Context: an optimization exercise on an open-source flow, tuned for small area, a short achievable clock period and few clock cycles per item. The choices shown serve that exercise and are no tape-out recipe. At most, simulation tests tie the RTL to the original design; equivalence was not proved. Only the layout flow was run in runs 2 and 3; the RTL was not checked for function there.

==> flow/design.v <==
package sru_pkg;
    localparam int RADICAND_W = 32;
    localparam int ROOT_W     = 24;
    typedef struct packed {
        logic valid;
        logic invalid;
    } sru_ctl_t;
endpackage
module square_root_unit
#(
    parameter int FRAC_BITS = 16
) (
    input  logic                                  aclk,
    input  logic                                  aresetn,
    input  logic                                  s_valid,
    output logic                                  s_ready,
    input  logic signed [sru_pkg::RADICAND_W-1:0] s_radicand,
    output logic                                  m_valid,
    input  logic                                  m_ready,
    output logic        [sru_pkg::ROOT_W-1:0]     m_root,
    output logic                                  m_invalid
);
    logic en;   
    logic neg;
    logic [31:0] x0;   
    assign neg = s_radicand[31];
    assign x0  = {1'b0, s_radicand[30:0] & {31{~neg}}};
    logic [2:0] rs_s0_j0;
    logic [3:0] d_s0_j0;
    logic fit_s0_j0;
    assign rs_s0_j0 = {1'b0, x0[31:30]};
    assign d_s0_j0 = {1'b0, rs_s0_j0} - 4'd1;
    assign fit_s0_j0 = ~d_s0_j0[3];
    logic [1:0] r_s0_j0;
    assign r_s0_j0 = fit_s0_j0 ? d_s0_j0[1:0] : rs_s0_j0[1:0];
    logic [0:0] q_s0_j0;
    assign q_s0_j0 = fit_s0_j0;
    logic [29:0] x_s0_j0;
    assign x_s0_j0 = x0[29:0];
    logic [3:0] rs_s0_j1;
    logic [4:0] d_s0_j1;
    logic fit_s0_j1;
    assign rs_s0_j1 = {r_s0_j0, x_s0_j0[29:28]};
    assign d_s0_j1 = {1'b0, rs_s0_j1} - {2'b0, q_s0_j0, 2'b01};
    assign fit_s0_j1 = ~d_s0_j1[4];
    logic [2:0] r_s0_j1;
    assign r_s0_j1 = fit_s0_j1 ? d_s0_j1[2:0] : rs_s0_j1[2:0];
    logic [1:0] q_s0_j1;
    assign q_s0_j1 = {q_s0_j0, fit_s0_j1};
    logic [27:0] x_s0_j1;
    assign x_s0_j1 = x_s0_j0[27:0];
    logic [4:0] rs_s0_j2;
    logic [5:0] d_s0_j2;
    logic fit_s0_j2;
    assign rs_s0_j2 = {r_s0_j1, x_s0_j1[27:26]};
    assign d_s0_j2 = {1'b0, rs_s0_j2} - {2'b0, q_s0_j1, 2'b01};
    assign fit_s0_j2 = ~d_s0_j2[5];
    logic [3:0] r_s0_j2;
    assign r_s0_j2 = fit_s0_j2 ? d_s0_j2[3:0] : rs_s0_j2[3:0];
    logic [2:0] q_s0_j2;
    assign q_s0_j2 = {q_s0_j1, fit_s0_j2};
    logic [25:0] x_s0_j2;
    assign x_s0_j2 = x_s0_j1[25:0];
    logic [3:0] R0;
    logic [2:0] Q0;
    logic [25:0] X0;
    logic v0, n0;
    always_ff @(posedge aclk) begin
        if (!aresetn) v0 <= 1'b0;
        else if (en) v0 <= s_valid;
    end
    always_ff @(posedge aclk) begin
        if (en) begin
            R0 <= r_s0_j2;
            Q0 <= q_s0_j2;
            X0 <= x_s0_j2;
            n0 <= neg;
        end
    end
    logic [5:0] rs_s1_j3;
    logic [6:0] d_s1_j3;
    logic fit_s1_j3;
    assign rs_s1_j3 = {R0, X0[25:24]};
    assign d_s1_j3 = {1'b0, rs_s1_j3} - {2'b0, Q0, 2'b01};
    assign fit_s1_j3 = ~d_s1_j3[6];
    logic [4:0] r_s1_j3;
    assign r_s1_j3 = fit_s1_j3 ? d_s1_j3[4:0] : rs_s1_j3[4:0];
    logic [3:0] q_s1_j3;
    assign q_s1_j3 = {Q0, fit_s1_j3};
    logic [23:0] x_s1_j3;
    assign x_s1_j3 = X0[23:0];
    logic [6:0] rs_s1_j4;
    logic [7:0] d_s1_j4;
    logic fit_s1_j4;
    assign rs_s1_j4 = {r_s1_j3, x_s1_j3[23:22]};
    assign d_s1_j4 = {1'b0, rs_s1_j4} - {2'b0, q_s1_j3, 2'b01};
    assign fit_s1_j4 = ~d_s1_j4[7];
    logic [5:0] r_s1_j4;
    assign r_s1_j4 = fit_s1_j4 ? d_s1_j4[5:0] : rs_s1_j4[5:0];
    logic [4:0] q_s1_j4;
    assign q_s1_j4 = {q_s1_j3, fit_s1_j4};
    logic [21:0] x_s1_j4;
    assign x_s1_j4 = x_s1_j3[21:0];
    logic [7:0] rs_s1_j5;
    logic [8:0] d_s1_j5;
    logic fit_s1_j5;
    assign rs_s1_j5 = {r_s1_j4, x_s1_j4[21:20]};
    assign d_s1_j5 = {1'b0, rs_s1_j5} - {2'b0, q_s1_j4, 2'b01};
    assign fit_s1_j5 = ~d_s1_j5[8];
    logic [6:0] r_s1_j5;
    assign r_s1_j5 = fit_s1_j5 ? d_s1_j5[6:0] : rs_s1_j5[6:0];
    logic [5:0] q_s1_j5;
    assign q_s1_j5 = {q_s1_j4, fit_s1_j5};
    logic [19:0] x_s1_j5;
    assign x_s1_j5 = x_s1_j4[19:0];
    logic [6:0] R1;
    logic [5:0] Q1;
    logic [19:0] X1;
    logic v1, n1;
    always_ff @(posedge aclk) begin
        if (!aresetn) v1 <= 1'b0;
        else if (en) v1 <= v0;
    end
    always_ff @(posedge aclk) begin
        if (en) begin
            R1 <= r_s1_j5;
            Q1 <= q_s1_j5;
            X1 <= x_s1_j5;
            n1 <= n0;
        end
    end
    logic [8:0] rs_s2_j6;
    logic [9:0] d_s2_j6;
    logic fit_s2_j6;
    assign rs_s2_j6 = {R1, X1[19:18]};
    assign d_s2_j6 = {1'b0, rs_s2_j6} - {2'b0, Q1, 2'b01};
    assign fit_s2_j6 = ~d_s2_j6[9];
    logic [7:0] r_s2_j6;
    assign r_s2_j6 = fit_s2_j6 ? d_s2_j6[7:0] : rs_s2_j6[7:0];
    logic [6:0] q_s2_j6;
    assign q_s2_j6 = {Q1, fit_s2_j6};
    logic [17:0] x_s2_j6;
    assign x_s2_j6 = X1[17:0];
    logic [9:0] rs_s2_j7;
    logic [10:0] d_s2_j7;
    logic fit_s2_j7;
    assign rs_s2_j7 = {r_s2_j6, x_s2_j6[17:16]};
    assign d_s2_j7 = {1'b0, rs_s2_j7} - {2'b0, q_s2_j6, 2'b01};
    assign fit_s2_j7 = ~d_s2_j7[10];
    logic [8:0] r_s2_j7;
    assign r_s2_j7 = fit_s2_j7 ? d_s2_j7[8:0] : rs_s2_j7[8:0];
    logic [7:0] q_s2_j7;
    assign q_s2_j7 = {q_s2_j6, fit_s2_j7};
    logic [15:0] x_s2_j7;
    assign x_s2_j7 = x_s2_j6[15:0];
    logic [8:0] R2;
    logic [7:0] Q2;
    logic [15:0] X2;
    logic v2, n2;
    always_ff @(posedge aclk) begin
        if (!aresetn) v2 <= 1'b0;
        else if (en) v2 <= v1;
    end
    always_ff @(posedge aclk) begin
        if (en) begin
            R2 <= r_s2_j7;
            Q2 <= q_s2_j7;
            X2 <= x_s2_j7;
            n2 <= n1;
        end
    end
    logic [10:0] rs_s3_j8;
    logic [11:0] d_s3_j8;
    logic fit_s3_j8;
    assign rs_s3_j8 = {R2, X2[15:14]};
    assign d_s3_j8 = {1'b0, rs_s3_j8} - {2'b0, Q2, 2'b01};
    assign fit_s3_j8 = ~d_s3_j8[11];
    logic [9:0] r_s3_j8;
    assign r_s3_j8 = fit_s3_j8 ? d_s3_j8[9:0] : rs_s3_j8[9:0];
    logic [8:0] q_s3_j8;
    assign q_s3_j8 = {Q2, fit_s3_j8};
    logic [13:0] x_s3_j8;
    assign x_s3_j8 = X2[13:0];
    logic [11:0] rs_s3_j9;
    logic [12:0] d_s3_j9;
    logic fit_s3_j9;
    assign rs_s3_j9 = {r_s3_j8, x_s3_j8[13:12]};
    assign d_s3_j9 = {1'b0, rs_s3_j9} - {2'b0, q_s3_j8, 2'b01};
    assign fit_s3_j9 = ~d_s3_j9[12];
    logic [10:0] r_s3_j9;
    assign r_s3_j9 = fit_s3_j9 ? d_s3_j9[10:0] : rs_s3_j9[10:0];
    logic [9:0] q_s3_j9;
    assign q_s3_j9 = {q_s3_j8, fit_s3_j9};
    logic [11:0] x_s3_j9;
    assign x_s3_j9 = x_s3_j8[11:0];
    logic [10:0] R3;
    logic [9:0] Q3;
    logic [11:0] X3;
    logic v3, n3;
    always_ff @(posedge aclk) begin
        if (!aresetn) v3 <= 1'b0;
        else if (en) v3 <= v2;
    end
    always_ff @(posedge aclk) begin
        if (en) begin
            R3 <= r_s3_j9;
            Q3 <= q_s3_j9;
            X3 <= x_s3_j9;
            n3 <= n2;
        end
    end
    logic [12:0] rs_s4_j10;
    logic [13:0] d_s4_j10;
    logic fit_s4_j10;
    assign rs_s4_j10 = {R3, X3[11:10]};
    assign d_s4_j10 = {1'b0, rs_s4_j10} - {2'b0, Q3, 2'b01};
    assign fit_s4_j10 = ~d_s4_j10[13];
    logic [11:0] r_s4_j10;
    assign r_s4_j10 = fit_s4_j10 ? d_s4_j10[11:0] : rs_s4_j10[11:0];
    logic [10:0] q_s4_j10;
    assign q_s4_j10 = {Q3, fit_s4_j10};
    logic [9:0] x_s4_j10;
    assign x_s4_j10 = X3[9:0];
    logic [13:0] rs_s4_j11;
    logic [14:0] d_s4_j11;
    logic fit_s4_j11;
    assign rs_s4_j11 = {r_s4_j10, x_s4_j10[9:8]};
    assign d_s4_j11 = {1'b0, rs_s4_j11} - {2'b0, q_s4_j10, 2'b01};
    assign fit_s4_j11 = ~d_s4_j11[14];
    logic [12:0] r_s4_j11;
    assign r_s4_j11 = fit_s4_j11 ? d_s4_j11[12:0] : rs_s4_j11[12:0];
    logic [11:0] q_s4_j11;
    assign q_s4_j11 = {q_s4_j10, fit_s4_j11};
    logic [7:0] x_s4_j11;
    assign x_s4_j11 = x_s4_j10[7:0];
    logic [12:0] R4;
    logic [11:0] Q4;
    logic [7:0] X4;
    logic v4, n4;
    always_ff @(posedge aclk) begin
        if (!aresetn) v4 <= 1'b0;
        else if (en) v4 <= v3;
    end
    always_ff @(posedge aclk) begin
        if (en) begin
            R4 <= r_s4_j11;
            Q4 <= q_s4_j11;
            X4 <= x_s4_j11;
            n4 <= n3;
        end
    end
    logic [14:0] rs_s5_j12;
    logic [15:0] d_s5_j12;
    logic fit_s5_j12;
    assign rs_s5_j12 = {R4, X4[7:6]};
    assign d_s5_j12 = {1'b0, rs_s5_j12} - {2'b0, Q4, 2'b01};
    assign fit_s5_j12 = ~d_s5_j12[15];
    logic [13:0] r_s5_j12;
    assign r_s5_j12 = fit_s5_j12 ? d_s5_j12[13:0] : rs_s5_j12[13:0];
    logic [12:0] q_s5_j12;
    assign q_s5_j12 = {Q4, fit_s5_j12};
    logic [5:0] x_s5_j12;
    assign x_s5_j12 = X4[5:0];
    logic [15:0] rs_s5_j13;
    logic [16:0] d_s5_j13;
    logic fit_s5_j13;
    assign rs_s5_j13 = {r_s5_j12, x_s5_j12[5:4]};
    assign d_s5_j13 = {1'b0, rs_s5_j13} - {2'b0, q_s5_j12, 2'b01};
    assign fit_s5_j13 = ~d_s5_j13[16];
    logic [14:0] r_s5_j13;
    assign r_s5_j13 = fit_s5_j13 ? d_s5_j13[14:0] : rs_s5_j13[14:0];
    logic [13:0] q_s5_j13;
    assign q_s5_j13 = {q_s5_j12, fit_s5_j13};
    logic [3:0] x_s5_j13;
    assign x_s5_j13 = x_s5_j12[3:0];
    logic [14:0] R5;
    logic [13:0] Q5;
    logic [3:0] X5;
    logic v5, n5;
    always_ff @(posedge aclk) begin
        if (!aresetn) v5 <= 1'b0;
        else if (en) v5 <= v4;
    end
    always_ff @(posedge aclk) begin
        if (en) begin
            R5 <= r_s5_j13;
            Q5 <= q_s5_j13;
            X5 <= x_s5_j13;
            n5 <= n4;
        end
    end
    logic [16:0] rs_s6_j14;
    logic [17:0] d_s6_j14;
    logic fit_s6_j14;
    assign rs_s6_j14 = {R5, X5[3:2]};
    assign d_s6_j14 = {1'b0, rs_s6_j14} - {2'b0, Q5, 2'b01};
    assign fit_s6_j14 = ~d_s6_j14[17];
    logic [15:0] r_s6_j14;
    assign r_s6_j14 = fit_s6_j14 ? d_s6_j14[15:0] : rs_s6_j14[15:0];
    logic [14:0] q_s6_j14;
    assign q_s6_j14 = {Q5, fit_s6_j14};
    logic [1:0] x_s6_j14;
    assign x_s6_j14 = X5[1:0];
    logic [17:0] rs_s6_j15;
    logic [18:0] d_s6_j15;
    logic fit_s6_j15;
    assign rs_s6_j15 = {r_s6_j14, x_s6_j14[1:0]};
    assign d_s6_j15 = {1'b0, rs_s6_j15} - {2'b0, q_s6_j14, 2'b01};
    assign fit_s6_j15 = ~d_s6_j15[18];
    logic [16:0] r_s6_j15;
    assign r_s6_j15 = fit_s6_j15 ? d_s6_j15[16:0] : rs_s6_j15[16:0];
    logic [15:0] q_s6_j15;
    assign q_s6_j15 = {q_s6_j14, fit_s6_j15};
    logic [16:0] R6;
    logic [15:0] Q6;
    logic v6, n6;
    always_ff @(posedge aclk) begin
        if (!aresetn) v6 <= 1'b0;
        else if (en) v6 <= v5;
    end
    always_ff @(posedge aclk) begin
        if (en) begin
            R6 <= r_s6_j15;
            Q6 <= q_s6_j15;
            n6 <= n5;
        end
    end
    logic [18:0] rs_s7_j16;
    logic [19:0] d_s7_j16;
    logic fit_s7_j16;
    assign rs_s7_j16 = {R6, 2'b00};
    assign d_s7_j16 = {1'b0, rs_s7_j16} - {2'b0, Q6, 2'b01};
    assign fit_s7_j16 = ~d_s7_j16[19];
    logic [17:0] r_s7_j16;
    assign r_s7_j16 = fit_s7_j16 ? d_s7_j16[17:0] : rs_s7_j16[17:0];
    logic [16:0] q_s7_j16;
    assign q_s7_j16 = {Q6, fit_s7_j16};
    logic [19:0] rs_s7_j17;
    logic [20:0] d_s7_j17;
    logic fit_s7_j17;
    assign rs_s7_j17 = {r_s7_j16, 2'b00};
    assign d_s7_j17 = {1'b0, rs_s7_j17} - {2'b0, q_s7_j16, 2'b01};
    assign fit_s7_j17 = ~d_s7_j17[20];
    logic [18:0] r_s7_j17;
    assign r_s7_j17 = fit_s7_j17 ? d_s7_j17[18:0] : rs_s7_j17[18:0];
    logic [17:0] q_s7_j17;
    assign q_s7_j17 = {q_s7_j16, fit_s7_j17};
    logic [18:0] R7;
    logic [17:0] Q7;
    logic v7, n7;
    always_ff @(posedge aclk) begin
        if (!aresetn) v7 <= 1'b0;
        else if (en) v7 <= v6;
    end
    always_ff @(posedge aclk) begin
        if (en) begin
            R7 <= r_s7_j17;
            Q7 <= q_s7_j17;
            n7 <= n6;
        end
    end
    logic [20:0] rs_s8_j18;
    logic [21:0] d_s8_j18;
    logic fit_s8_j18;
    assign rs_s8_j18 = {R7, 2'b00};
    assign d_s8_j18 = {1'b0, rs_s8_j18} - {2'b0, Q7, 2'b01};
    assign fit_s8_j18 = ~d_s8_j18[21];
    logic [19:0] r_s8_j18;
    assign r_s8_j18 = fit_s8_j18 ? d_s8_j18[19:0] : rs_s8_j18[19:0];
    logic [18:0] q_s8_j18;
    assign q_s8_j18 = {Q7, fit_s8_j18};
    logic [21:0] rs_s8_j19;
    logic [22:0] d_s8_j19;
    logic fit_s8_j19;
    assign rs_s8_j19 = {r_s8_j18, 2'b00};
    assign d_s8_j19 = {1'b0, rs_s8_j19} - {2'b0, q_s8_j18, 2'b01};
    assign fit_s8_j19 = ~d_s8_j19[22];
    logic [20:0] r_s8_j19;
    assign r_s8_j19 = fit_s8_j19 ? d_s8_j19[20:0] : rs_s8_j19[20:0];
    logic [19:0] q_s8_j19;
    assign q_s8_j19 = {q_s8_j18, fit_s8_j19};
    logic [20:0] R8;
    logic [19:0] Q8;
    logic v8, n8;
    always_ff @(posedge aclk) begin
        if (!aresetn) v8 <= 1'b0;
        else if (en) v8 <= v7;
    end
    always_ff @(posedge aclk) begin
        if (en) begin
            R8 <= r_s8_j19;
            Q8 <= q_s8_j19;
            n8 <= n7;
        end
    end
    logic [22:0] rs_s9_j20;
    logic [23:0] d_s9_j20;
    logic fit_s9_j20;
    assign rs_s9_j20 = {R8, 2'b00};
    assign d_s9_j20 = {1'b0, rs_s9_j20} - {2'b0, Q8, 2'b01};
    assign fit_s9_j20 = ~d_s9_j20[23];
    logic [21:0] r_s9_j20;
    assign r_s9_j20 = fit_s9_j20 ? d_s9_j20[21:0] : rs_s9_j20[21:0];
    logic [20:0] q_s9_j20;
    assign q_s9_j20 = {Q8, fit_s9_j20};
    logic [23:0] rs_s9_j21;
    logic [24:0] d_s9_j21;
    logic fit_s9_j21;
    assign rs_s9_j21 = {r_s9_j20, 2'b00};
    assign d_s9_j21 = {1'b0, rs_s9_j21} - {2'b0, q_s9_j20, 2'b01};
    assign fit_s9_j21 = ~d_s9_j21[24];
    logic [22:0] r_s9_j21;
    assign r_s9_j21 = fit_s9_j21 ? d_s9_j21[22:0] : rs_s9_j21[22:0];
    logic [21:0] q_s9_j21;
    assign q_s9_j21 = {q_s9_j20, fit_s9_j21};
    logic [22:0] R9;
    logic [21:0] Q9;
    logic v9, n9;
    always_ff @(posedge aclk) begin
        if (!aresetn) v9 <= 1'b0;
        else if (en) v9 <= v8;
    end
    always_ff @(posedge aclk) begin
        if (en) begin
            R9 <= r_s9_j21;
            Q9 <= q_s9_j21;
            n9 <= n8;
        end
    end
    logic [24:0] rs_s10_j22;
    logic [25:0] d_s10_j22;
    logic fit_s10_j22;
    assign rs_s10_j22 = {R9, 2'b00};
    assign d_s10_j22 = {1'b0, rs_s10_j22} - {2'b0, Q9, 2'b01};
    assign fit_s10_j22 = ~d_s10_j22[25];
    logic [23:0] r_s10_j22;
    assign r_s10_j22 = fit_s10_j22 ? d_s10_j22[23:0] : rs_s10_j22[23:0];
    logic [22:0] q_s10_j22;
    assign q_s10_j22 = {Q9, fit_s10_j22};
    logic [25:0] rs_s10_j23;
    logic [26:0] d_s10_j23;
    logic fit_s10_j23;
    assign rs_s10_j23 = {r_s10_j22, 2'b00};
    assign d_s10_j23 = {1'b0, rs_s10_j23} - {2'b0, q_s10_j22, 2'b01};
    assign fit_s10_j23 = ~d_s10_j23[26];
    logic [23:0] q_s10_j23;
    assign q_s10_j23 = {q_s10_j22, fit_s10_j23};
    logic hv, hn;
    logic [23:0] hq;
    assign en = ~hv | m_ready;
    always_ff @(posedge aclk) begin
        if (!aresetn) hv <= 1'b0;
        else if (en) hv <= v9;
    end
    always_ff @(posedge aclk) begin
        if (en) begin
            hq <= q_s10_j23;
            hn <= n9;
        end
    end
    assign s_ready   = en;
    assign m_valid   = hv;
    assign m_root    = hq;
    assign m_invalid = hn;
endmodule
==> flow/run.sh <==
#!/bin/bash
# synth_recipe.tcl (not shown) runs the flow's synth.tcl, then flattens the netlist and writes it again
# the make line also repeats each setting of config.mk as NAME=value (left out here)
make -C /OpenROAD-flow-scripts/flow DESIGN_CONFIG=/design/flow/config.mk WORK_HOME=/design/flow/orfs CLKGATE_MAP_FILE= SYNTH_SCRIPT=/design/flow/synth_recipe.tcl finish
==> flow/config.mk <==
export PLATFORM = sky130hd
export DESIGN_NAME = square_root_unit
export DESIGN_NICKNAME = square_root_unit
export VERILOG_FILES = /design/flow/design.v
export SDC_FILE = /design/flow/constraint.sdc
export NUM_CORES = 4
export LEC_CHECK = 0
export ABC_AREA = 1
export CAP_MARGIN = 20
export CORE_MARGIN = 2
export CORE_UTILIZATION = 50
export CTS_BUF_LIST = sky130_fd_sc_hd__clkbuf_4 sky130_fd_sc_hd__clkbuf_8
export CTS_CLUSTER_SIZE = 20
export SLEW_MARGIN = 20
==> flow/constraint.sdc <==
create_clock -name core_clock -period 4.5 [get_ports {aclk}]
set_input_delay 0.9000 -clock core_clock [delete_from_list [all_inputs] [get_ports {aclk}]]
set_output_delay 0.9000 -clock core_clock [all_outputs]
set_load 0.01 [all_outputs]
==> out/metrics.cfg, run 1 <==
[outcome]
outcome=finished clean

[timing]
slew_headroom=0.287
holdWs_ns=0.411
post-route-period-util=0.949
clock_skew_ns=0.0328
hold_viol=0
finalSetupViolations=0
worst_pin_slew_ns=1.07
timing.fmax_mhz=234
drv_slew=0
tns_ns=0
post-route-min-period_ns=4.27

[yosys]
synth.most_common_cell=nand2_1
ys_async_sr_fraction=0
yosys_warnings=1
synthesis.nets=3736
synth_top_area_cell=edfxtp_1
ys_types=62
synth_top_area_share=0.404
ys_seq_area_frac=0.412
synth_seq_cells=397
synth.area.top_cells=edfxtp_1 (40%), ha_1 (12%), nand2_1 (11%), inv_1 (5.3%), a21oi_1 (4.2%)
syn_area_per_cell_um2=8.41
ys.flop_type=edfxtp_1
synth_common_cells=nand2_1 (854), inv_1 (405), edfxtp_1 (386)
netlist_area_um2=28700
synth_edf_count=386
syn_inst=3410

[global_routing]
grt_max_degree=183
antenna_found_initial=1
grt_overflow_total=0
grt_pass1_vias=22723
grt_pass1_wl_mm=118
grt_usage=0.247

[worst_setup_path]
critPathMaxFanout=22
crit_slowest_cell=edfxtp_1
cp_cell_sequence=ha_1 -> fa_1 -> nand3_1 -> nand2_1 -> nand3_1 -> nand3_1 -> nand2_1 -> nand2_1 -> a21oi_1 -> xor2_1 -> a21oi_2 -> ha_1 -> nand2_1 -> nor4_4 -> nand4_1 -> nand3_1 -> nand2_1 -> nand2_1 -> nor2_4 -> buf_12 -> nand2_1 -> o21ai_0
cpMostUsedCell=nand2_1
slowest_delay_ns=0.42
worstSetupPathType=flop to flop
r2r_slack_ns=0.23
startpoint_type=flop
worstReg2RegEnd=R9[13]
worstSetupEndpointType=flop
rr_worst_depth=22
crit_family=simple AND/OR/NAND/NOR gates
crit_arrival_ns=4.64
r2r-start=R8[0]
crit_buf_inv=1
cp.required_ns=4.87

[clock_tree]
clockRootBuffer=clkbuf_8
cts_buffers=74
cts_num_sinks=397
clock_latency_ns=0.67
path_clk_slew_ns=0.06
cts_htree_levels=3
cts_tree=yes
holdBufCountCts=0
clockBufferDepth=3

[cells_and_area]
area_growth_pct=12.2
drive_above_1_share=0.0897
final_cell_count_no_fill=4359
fin_nets=3871
fin_area_um2=32200

[floorplanning]
die_y_um=243
placeableCoreArea_um2=56500
rows=87
die_w_um=243
dieArea_um2=59300
initial_core_util=0.507
io_pins=63

[routing]
drc=0
drt-total-wl_mm=73.0
wl_per_cell_um=16.8
drt-vias-per-instance=5.37
antenna_left=0
vias=23396
drt_iter0_markers=1575
first_pass_iters=6

[placement]
placed_area_um2=30200
dpl.cell_count=4213
place_congestion=0.945
port_buffers=62
post-dp-hpwl_mm=56.7

[min_path]
min_to=X5[1]
hold_class=flop to flop
worstHoldStart=X4[1]
whs_path_depth=0

[flow_run]
max_cap_violations=0

-- registers in the layout, indices dropped and copies added (netlist names), 9 cells and up --
name / count
R4: 13
R2: 9
X1: 20
X2: 16
Q5: 14
hq: 24
Q3: 10
X0: 26
R6: 17
Q7: 18
X3: 12
Q8: 20
R7: 18
R3: 11
R5: 15
R9: 22
Q4: 12
Q6: 16
R8: 20
Q9: 22
-- per-layer routing --
| layer | vias to the layer above | global-route usage | part of all wire |
|---|---|---|---|
| li1 | 11866 | - | - |
| met1 | 10790 | 0.317 | 0.44 |
| met2 | 578 | 0.424 | 0.48 |
| met3 | 162 | 0.0346 | 0.041 |
| met4 | 0 | 0.0897 | 0.034 |
| met5 | - | 0 | 0 |
-- cell usage in the layout, fill, tap and decap left out, types with 27 or more instances in the layout --
cell type,synthesis,layout
a21o_1,27,27
xor2_1,107,107
ha_1,285,277
nand3_1,226,225
nor2_1,228,227
xnor2_1,71,71
clkdlybuf4s50_1,0,62
edfxtp_1,386,386
clkbuf_8,0,76
inv_1,405,396
buf_4,11,38
a21oi_1,241,231
nand2_1,854,852
o21ai_0,223,210
o21ai_1,31,41
-- cell type report --
cell class	count	area [um^2]
Antenna cell	2	5.00
Clock buffer	94	1180
Clock inverter	38	415
Fill cell	5185	24300
Inverter	419	1600
Multi-Input combinational cell	2546	15200
Sequential cell	397	11800
Tap cell	756	946
Timing Repair Buffer	107	1030
-- repair_timing --
item | 4_1_cts | 5_1_grt
gates cloned | 0 | 1
setup endpoints to repair | 4 | 73
resized for setup | 6 | 70
pin swaps | 0 | 7
hold endpoints to repair | 0 | 0
setup buffers | 0 | 11
-- how the worst max path moves through the flow --
stage / from / endpoint / slack (ns) / cells past startpoint
6_report: R8[0] / R9[13] / 0.23 / 22
5_1_grt: R8[0] / R9[13] / -0.03 / 22
4_1_cts: Q8[4] / R9[13] / 0.05 / 20
3_5_place_dp: Q8[2] / R9[17] / -0.18 / 22
3_3_place_gp: Q8[1] / R9[17] / -0.20 / 22
2_1_floorplan: R8[11] / R9[19] / 0.78 / 22
-- logic make-up (layout without fill, tap and decap cells) --
logic type                 count (synthesis)  in the layout  share of synthesized area
AOI/OAI and AO/OA                        611            611                      0.119
buffers and inverters                    468            658                     0.0662
and+or+nand+nor                         1464           1465                      0.219
adders and majority gates                290            290                      0.128
xor gates and xnor gates                 180            180                     0.0555
other                                      0              2                          0
DFF                                      397            397                      0.412
-- metrics by stage --
step                worst slack [ns]  utilization
global route                 -0.0251        0.569
CTS                           0.0515        0.563
floorplan                      0.779            -
global placement              -0.197        0.535
finish                         0.229        0.569
detailed placement            -0.180        0.535
Testbench counts, summed over its fixed seeds: cycles 32,088, items 32,000.
==> run 2, diff against run 1 <==
--- a/flow/design.v
+++ b/flow/design.v
@@ -26,3 +26,3 @@
     assign neg = s_radicand[31];
-    assign x0  = {1'b0, s_radicand[30:0] & {31{~neg}}};
+    assign x0  = {neg, s_radicand[30] | neg, s_radicand[29:0]};
     logic [2:0] rs_s0_j0;
@@ -66,3 +66,3 @@
     logic [25:0] X0;
-    logic v0, n0;
+    logic v0;
     always_ff @(posedge aclk) begin
@@ -76,3 +76,2 @@
             X0 <= x_s0_j2;
-            n0 <= neg;
         end
@@ -118,3 +117,3 @@
     logic [19:0] X1;
-    logic v1, n1;
+    logic v1;
     always_ff @(posedge aclk) begin
@@ -128,3 +127,2 @@
             X1 <= x_s1_j5;
-            n1 <= n0;
         end
@@ -158,3 +156,3 @@
     logic [15:0] X2;
-    logic v2, n2;
+    logic v2;
     always_ff @(posedge aclk) begin
@@ -168,3 +166,2 @@
             X2 <= x_s2_j7;
-            n2 <= n1;
         end
@@ -198,3 +195,3 @@
     logic [11:0] X3;
-    logic v3, n3;
+    logic v3;
     always_ff @(posedge aclk) begin
@@ -208,3 +205,2 @@
             X3 <= x_s3_j9;
-            n3 <= n2;
         end
@@ -238,3 +234,3 @@
     logic [7:0] X4;
-    logic v4, n4;
+    logic v4;
     always_ff @(posedge aclk) begin
@@ -248,3 +244,2 @@
             X4 <= x_s4_j11;
-            n4 <= n3;
         end
@@ -278,3 +273,3 @@
     logic [3:0] X5;
-    logic v5, n5;
+    logic v5;
     always_ff @(posedge aclk) begin
@@ -288,3 +283,2 @@
             X5 <= x_s5_j13;
-            n5 <= n4;
         end
@@ -315,3 +309,3 @@
     logic [15:0] Q6;
-    logic v6, n6;
+    logic v6;
     always_ff @(posedge aclk) begin
@@ -324,3 +318,2 @@
             Q6 <= q_s6_j15;
-            n6 <= n5;
         end
@@ -349,3 +342,3 @@
     logic [17:0] Q7;
-    logic v7, n7;
+    logic v7;
     always_ff @(posedge aclk) begin
@@ -358,3 +351,2 @@
             Q7 <= q_s7_j17;
-            n7 <= n6;
         end
@@ -383,3 +375,3 @@
     logic [19:0] Q8;
-    logic v8, n8;
+    logic v8;
     always_ff @(posedge aclk) begin
@@ -392,3 +384,2 @@
             Q8 <= q_s8_j19;
-            n8 <= n7;
         end
@@ -417,3 +408,3 @@
     logic [21:0] Q9;
-    logic v9, n9;
+    logic v9;
     always_ff @(posedge aclk) begin
@@ -426,3 +417,2 @@
             Q9 <= q_s9_j21;
-            n9 <= n8;
         end
@@ -447,3 +437,3 @@
     assign q_s10_j23 = {q_s10_j22, fit_s10_j23};
-    logic hv, hn;
+    logic hv;
     logic [23:0] hq;
@@ -457,3 +447,2 @@
             hq <= q_s10_j23;
-            hn <= n9;
         end
@@ -462,4 +451,4 @@
     assign m_valid   = hv;
-    assign m_root    = hq;
-    assign m_invalid = hn;
+    assign m_invalid = hq[23] & hq[22];
+    assign m_root    = hq & {24{~m_invalid}};
 endmodule
--- a/flow/config.mk
+++ b/flow/config.mk
@@ -11,4 +11,5 @@
 export CORE_UTILIZATION = 50
-export CTS_BUF_LIST = sky130_fd_sc_hd__clkbuf_4 sky130_fd_sc_hd__clkbuf_8
-export CTS_CLUSTER_SIZE = 20
+export CTS_BUF_LIST = sky130_fd_sc_hd__clkbuf_16
+export CTS_CLUSTER_DIAMETER = 60
+export CTS_CLUSTER_SIZE = 30
 export SLEW_MARGIN = 20
==> run 2 against run 1 <==
Against the previous run: register-to-register slack got worse by 0.04 ns; final cell count fell by 0.85%; clock skew increased by 0.013 ns.
==> out/metrics.cfg, run 2 <==
[yosys]
synth.most_common_cell=nand2_1
synth_common_cells=nand2_1 (882), inv_1 (400), edfxtp_1 (375)
syn_area_per_cell_um2=8.27  ; -1.6%
synth_top_family_by_area=simple AND/OR/NAND/NOR gates
ys_types=65  ; +4.8%
ys_async_sr_fraction=0  ; unchanged
synth_compound_area_frac=0.119  ; +0.000423
netlist_area_um2=28200  ; -1.6%
synthesis.nets=3732  ; -0.11%
syn_inst=3408  ; -0.059%
yosys_warnings=1  ; unchanged
synth_top_area_cell=edfxtp_1
synthMuxAreaShare=0  ; unchanged
synth_top_area_share=0.399  ; -0.00500
ys_seq_area_frac=0.407  ; -0.00488
synth_edf_count=375  ; -2.8%
ys.flop_type=edfxtp_1
synth_fa_ha_area_frac=0.129  ; +0.000968
synth-simple-area-share=0.224  ; +0.00506
synth_seq_cells=386  ; -2.8%
synth.area.top_cells=edfxtp_1 (40%), ha_1 (13%), nand2_1 (12%), inv_1 (5.3%), nand3_1 (4.5%)
synthXorXnorAreaFrac=0.0546  ; -0.000942

[worst_setup_path]
crit_slowest_cell=edfxtp_1
worstSetupEndpointType=flop
critPathMaxFanout=8  ; -64%
cp_cell_sequence=inv_2 -> ha_1 -> a21oi_1 -> a21boi_2 -> o21bai_1 -> nand2_1 -> nand3_1 -> buf_4 -> or2_2 -> o21ai_0 -> inv_1 -> ha_1 -> a21oi_1 -> buf_4 -> inv_1 -> a21oi_1 -> o21ai_0 -> a21oi_1 -> o21ai_0 -> xor2_1 -> nand2_1 -> nand2_1
startpoint_type=flop
rr_worst_depth=22  ; unchanged
worstSetupPathType=flop to flop
cp.required_ns=4.83  ; -0.04 ns
crit_arrival_ns=4.65  ; about the same
r2r_slack_ns=0.18  ; -0.04 ns
worstReg2RegEnd=R9[19]
cpMostUsedCell=a21oi_1
slowest_delay_ns=0.49  ; +0.07 ns
r2r-start=Q8[8]

[min_path]
whs_path_depth=0  ; unchanged
min_to=X1[2]
hold_class=flop to flop
worstHoldStart=X0[2]

[routing]
antenna_left=0  ; unchanged
drt-vias-per-instance=5.42  ; +0.91%
first_pass_iters=5  ; -1
vias=23408  ; +0.051%
wl_per_cell_um=17.6  ; +5.1%
drt_iter0_markers=1426  ; -9.5%
drc=0  ; unchanged
drt-total-wl_mm=76.1  ; +4.2%

[placement]
post-dp-hpwl_mm=60.1  ; +6.0%
placed_area_um2=30000  ; -0.75%
place_congestion=0.921  ; -2.5%
dpl.cell_count=4238  ; +0.59%
port_buffers=62  ; unchanged
place_ws_ns=-0.158  ; +0.0221 ns

[timing]
timing.fmax_mhz=232  ; -1.0%
drv_slew=0  ; unchanged
slew_headroom=0.270  ; -0.0173
setup_ws_ns=0.185  ; -0.0446 ns
hold_viol=0  ; unchanged
post-route-period-util=0.959  ; +0.00992
finalSetupViolations=0  ; unchanged
worst_pin_slew_ns=1.09  ; +0.0260 ns
tns_ns=0  ; unchanged
post-route-min-period_ns=4.32  ; +0.0446 ns
clock_skew_ns=0.0454  ; +0.0125 ns

[cells_and_area]
fin_area_um2=31700  ; -1.5%
multi_input_area_um2=15100  ; -0.82%
final_common_cell=nand2_1
area_growth_pct=12.4
regArea_um2=11500  ; -2.8%
final_cell_count_no_fill=4322  ; -0.85%
regMostFlops=X0
mostFrequentLayoutCells=nand2_1 (880), inv_1 (390), edfxtp_1 (375), ha_1 (279), nand3_1 (253)
largest_reg_flops=26  ; unchanged
reg_top3=X0: 26 flops, hq: 24 flops
drive_above_1_share=0.0774  ; -0.0123
fin_nets=3861  ; -0.26%
num-fill-cells=5137  ; -0.93%
diodes=0  ; -2

[floorplanning]
die_y_um=241  ; -0.81%
initial_core_util=0.503  ; -0.00441
die_w_um=241  ; -0.81%
io_pins=63  ; unchanged
dieArea_um2=58300  ; -1.6%
placeableCoreArea_um2=56100  ; -0.77%
rows=87  ; unchanged

[global_routing]
antenna_found_initial=0  ; -1
grt_pass1_vias=22318  ; -1.8%
grt_usage=0.261  ; +0.0138
grt_max_degree=171  ; -6.6%
grt_pass1_wl_mm=118  ; +0.62%
grt_overflow_total=0  ; unchanged

[clock_tree]
clock_latency_ns=0.60  ; -0.07 ns
cts_tree=yes
cts_htree_levels=2  ; -1
cts_num_sinks=386  ; -2.8%
clockRootBuffer=clkbuf_16
holdBufCountCts=0  ; unchanged
clockBufferDepth=3  ; unchanged
path_clk_slew_ns=0.09  ; +0.03 ns
cts_buffers=38  ; -49%

[outcome]
outcome=finished clean

[flow_run]
max_cap_violations=0  ; unchanged

run 2: changes by cell type in the layout (fill, tap and decap cells not counted), sizes merged, moves of 4 or more:
cell / before / now
o21ai: 262 / 235
nor2: 234 / 221
a31oi: 11 / 20
edfxtp: 386 / 375
o21bai: 16 / 24
buf: 45 / 78
clkinv: 23 / 14
clkbuf: 94 / 39
nand2: 887 / 899
a21oi: 249 / 253
nand3b: 14 / 7
bufinv: 7 / 1
nand4: 22 / 29
nand3: 238 / 262
run 2: stage by stage:
step           hold slack, ns  utilization
2_1_floorplan           0.400            -
3_3_place_gp            0.400        0.535
3_5_place_dp            0.405        0.535
4_1_cts                 0.410        0.560
5_1_grt                 0.410        0.565
6_report                0.404        0.565
run 2: worst max-delay path by stage:
stage	start	endpoint	slack, ns
6_report	Q8[8]	R9[19]	0.18
5_1_grt	R7[16]	R8[19]	-0.03
4_1_cts	Q7[4]	R8[10]	0.009
3_5_place_dp	Q7[17]	R8[10]	-0.16
3_3_place_gp	R7[17]	R8[19]	-0.07
2_1_floorplan	R8[14]	R9[18]	0.73
run 2: metal layers:
| metal | global-route usage | wire length [um] |
|---|---|---|
| met5 | 0 | 0 |
| met4 | 0.132 | 4050 |
| met3 | 0.0305 | 3060 |
| met2 | 0.447 | 36400 |
| met1 | 0.325 | 32600 |
run 2: timing repair:
item / in CTS / in global routing
setup buffers: 0 / 15
resized for setup: 6 / 70
pin swaps: 0 / 8
endpoints found under the setup margin: 28 / 61
run 2: layout make-up:
| class | count | area share |
|---|---|---|
| Tap cell | 756 | 0.0298 |
| Timing Repair Buffer | 140 | 0.0394 |
| Sequential cell | 386 | 0.362 |
| Clock buffer | 39 | 0.0308 |
| Multi-Input combinational cell | 2559 | 0.475 |
| Clock inverter | 30 | 0.0130 |
| Inverter | 412 | 0.0497 |
run 2: worst max-delay path, delay by kind of cell, from the launching register on:
kind                       cells  cell delay, ns
buffers and inverters          5            0.64
DFF                            1            0.49
AOI/OAI and AO/OA              9            1.59
xor gates and xnor gates       1            0.18
and+or+nand+nor                5            0.60
adders and majority gates      2            0.56
run 2: cell families (layout without fill, tap and decap cells):
logic type / count (synthesis) / after routing
xor+xnor: 174 / 174
flops: 386 / 386
compound gates: 606 / 606
buf+inv: 463 / 621
fa+ha+maj: 288 / 288
simple gates: 1491 / 1491
==> run 3, diff against run 2 <==
--- a/flow/config.mk
+++ b/flow/config.mk
@@ -12,4 +12,4 @@
 export CTS_BUF_LIST = sky130_fd_sc_hd__clkbuf_16
-export CTS_CLUSTER_DIAMETER = 60
-export CTS_CLUSTER_SIZE = 30
+export CTS_CLUSTER_DIAMETER = 80
+export CTS_CLUSTER_SIZE = 32
 export SLEW_MARGIN = 20
==> run 3 against run 2 <==
Against the previous run: utilization shrank 0.68 points; non-clock buffer count is the same; synthesized area is the same; critical endpoint unchanged; flip-flop and latch count is the same; global-route usage shrank 0.35 points; largest cell class unchanged; synthesized cell count is the same; first-iteration DRC count grew 5.9%; cell area shrank 1.2%; critical path depth is the same; still clean on timing, DRC and antenna; final cell count shrank 0.46%; maximum frequency shrank 0.69%.
==> out/metrics.cfg, run 3 <==
[yosys]
synth-simple-area-share=0.224  ; unchanged
synth_top_area_share=0.399  ; unchanged
ys.flop_type=edfxtp_1
syn_area_per_cell_um2=8.27  ; unchanged
ys_async_sr_fraction=0  ; unchanged
synth_edf_count=375  ; unchanged
synth.most_common_cell=nand2_1
synth_fa_ha_area_frac=0.129  ; unchanged
synthXorXnorAreaFrac=0.0546  ; unchanged
netlist_area_um2=28200  ; unchanged
synth_top_family_by_area=simple AND/OR/NAND/NOR gates
synth_seq_cells=386  ; unchanged
synth_compound_area_frac=0.119  ; unchanged
synth.area.top_cells=edfxtp_1 (40%), ha_1 (13%), nand2_1 (12%), inv_1 (5.3%), nand3_1 (4.5%)
synth_common_cells=nand2_1 (882), inv_1 (400), edfxtp_1 (375)
syn_inst=3408  ; unchanged
synth_top_area_cell=edfxtp_1
yosys_warnings=1  ; unchanged
ys_types=65  ; unchanged
synthesis.nets=3732  ; unchanged
synthMuxAreaShare=0  ; unchanged
ys_seq_area_frac=0.407  ; unchanged

[min_path]
hold_class=flop to flop
min_to=X1[14]
worstHoldStart=X0[14]
whs_path_depth=0  ; unchanged

[clock_tree]
clockRootBuffer=clkbuf_16
clockBufferDepth=3  ; unchanged
clock_latency_ns=0.63  ; +0.03 ns
cts_htree_levels=1  ; -1
cts_tree=yes
path_clk_slew_ns=0.10  ; about the same
cts_buffers=27  ; -29%
cts_num_sinks=386  ; unchanged

[routing]
drt_iter0_markers=1510  ; +5.9%
vias=23336  ; -0.31%
antenna_left=0  ; unchanged
drt-vias-per-instance=5.42  ; +0.16%
first_pass_iters=6  ; +1
drc=0  ; unchanged
drt-total-wl_mm=75.6  ; -0.67%
wl_per_cell_um=17.6  ; -0.21%

[floorplanning]
rows=87  ; unchanged
die_y_um=241  ; unchanged
die_w_um=241  ; unchanged
dieArea_um2=58300  ; unchanged
io_pins=63  ; unchanged
placeableCoreArea_um2=56100  ; unchanged
initial_core_util=0.503  ; unchanged

[cells_and_area]
final_common_cell=nand2_1
mostFrequentLayoutCells=nand2_1 (880), inv_1 (390), edfxtp_1 (375), ha_1 (275), nand3_1 (253)
final_cell_count_no_fill=4302  ; -0.46%
drive_above_1_share=0.0722  ; -0.00520
diodes=0  ; unchanged
fin_nets=3850  ; -0.28%
regMostFlops=X0
area_growth_pct=11.0
reg_top3=X0: 26 flops, hq: 24 flops
largest_reg_flops=26  ; unchanged

[global_routing]
grt_pass1_wl_mm=117  ; -0.68%
grt_usage=0.257  ; -0.00345
grt_max_degree=171  ; unchanged
grt_overflow_total=0  ; unchanged
antenna_found_initial=0  ; unchanged
grt_pass1_vias=22198  ; -0.54%

[timing]
timing.fmax_mhz=230  ; -0.69%
finalSetupViolations=0  ; unchanged
worst_pin_slew_ns=1.17  ; +0.0767 ns
post-route-min-period_ns=4.35  ; +0.0298 ns
post-route-period-util=0.966  ; +0.00663
slew_headroom=0.219  ; -0.0511
hold_viol=0  ; unchanged
clock_skew_ns=0.0242  ; -0.0211 ns
drv_slew=0  ; unchanged
holdWs_ns=0.410  ; +0.00600 ns

[flow_run]
max_cap_violations=0  ; unchanged

[placement]
post-dp-hpwl_mm=60.1  ; unchanged
place_congestion=0.921  ; unchanged
dpl.cell_count=4238  ; unchanged
port_buffers=62  ; unchanged

[worst_setup_path]
worstSetupPathType=flop to flop
rr_worst_depth=22  ; unchanged
r2r-start=Q8[8]
critPathMaxFanout=8  ; unchanged
worstReg2RegEnd=R9[19]
r2r_slack_ns=0.15  ; -0.03 ns
startpoint_type=flop
worstSetupEndpointType=flop
cp.required_ns=4.89  ; +0.06 ns
crit_arrival_ns=4.73  ; +0.08 ns

[outcome]
outcome=finished clean

## run 3: cell counts after synthesis
No cell type changed its count.
## run 3: stage by stage
stage               TNS (ns)   util  area, um^2  setup WS [ns]
floorplan                  0      -       28200          0.735
global placement       -1.34  0.535       30000        -0.0733
detailed placement     -3.16  0.535       30000         -0.158
CTS                        0  0.553       31000         0.0248
global route           -1.23  0.558       31300        -0.0786
finish                     0  0.558       31300          0.155
## run 3: logic make-up after synthesis
logic type / count (synthesis)
adder cells (fa/ha/maj): 288
AND/OR/NAND/NOR: 1491
flip-flops: 386
buffers and inverters: 463
AO/OA/AOI/OAI: 606
XOR/XNOR: 174
## run 3: cell type report
cell class,instances,area (um^2)
Timing Repair Buffer,140,1250
Tap cell,756,946
Fill cell,5170,24800
Sequential cell,386,11500
Clock buffer,27,676
Inverter,412,1570
Clock inverter,22,332
Multi-Input combinational cell,2559,15100
## run 3: worst max-delay path by stage
stage / start / end / slack [ns] / cells past startpoint
6_report: Q8[8] / R9[19] / 0.15 / 22
5_1_grt: Q7[16] / R8[19] / -0.08 / 22
4_1_cts: Q7[4] / R8[10] / 0.02 / 21
3_5_place_dp: Q7[17] / R8[10] / -0.16 / 18
3_3_place_gp: R7[17] / R8[19] / -0.07 / 17
2_1_floorplan: R8[14] / R9[18] / 0.73 / 21
## run 3: layer usage
metal  part of all wire  GRT usage  vias up
li1                   -          -    11830
met1               0.43      0.322    10793
met2               0.48      0.450      556
met3              0.041     0.0242      157
met4              0.051      0.117        0
met5                  0          0        -
## run 3: worst max-delay path: stages (launching register included)
cell and delay, ns:
edfxtp_1 0.50, inv_2 0.15, ha_1 0.29, a21oi_1 0.23, a21boi_1 0.26, o21bai_1 0.11
nand2_1 0.06, nand3_1 0.13, buf_4 0.20, or2_2 0.28, o21ai_0 0.07, inv_1 0.07
ha_1 0.27, a21oi_1 0.23, buf_4 0.17, inv_1 0.06, a21oi_1 0.17, o21ai_0 0.19
a21oi_1 0.26, o21ai_0 0.13, xor2_1 0.18, nand2_1 0.08, nand2_1 0.05
## run 3: repair_timing
| action | in CTS | in global routing |
|---|---|---|
| buffers inserted | 0 | 15 |
| endpoints found under the setup margin | 28 | 57 |
| pin swaps | 0 | 8 |
| hold buffers | 0 | 0 |
| resized for setup | 6 | 62 |

re-timing with driven ports:
The results above use ideal ports. As a check the final layouts listed here were re-extracted and re-timed, cells and wires unchanged. Step 1 sets driving cells, clkbuf_16 on the clock port and buf_2 on the other inputs (assumed; they add their load-dependent delay and slew). Step 2 also shifts input and output timing later by t, the mid clock arrival at the registers, as if the neighbouring blocks saw the same clock. Slacks: no drivers / after step 1 / after step 2; pairs: no drivers / after step 1.
| run | t, ns | setup slack, ns | latest minus earliest clock arrival (ns) |
|---|---|---|---|
| run 1 | 0.714 | 0.229 / 0.229 / 0.229 | 0.041 / 0.040 |
| run 2 | 0.632 | 0.185 / 0.185 / 0.185 | 0.045 / 0.046 |
| run 3 | 0.678 | 0.155 / 0.155 / 0.155 | 0.024 / 0.025 |
After both steps setup and hold are still met in every run listed.
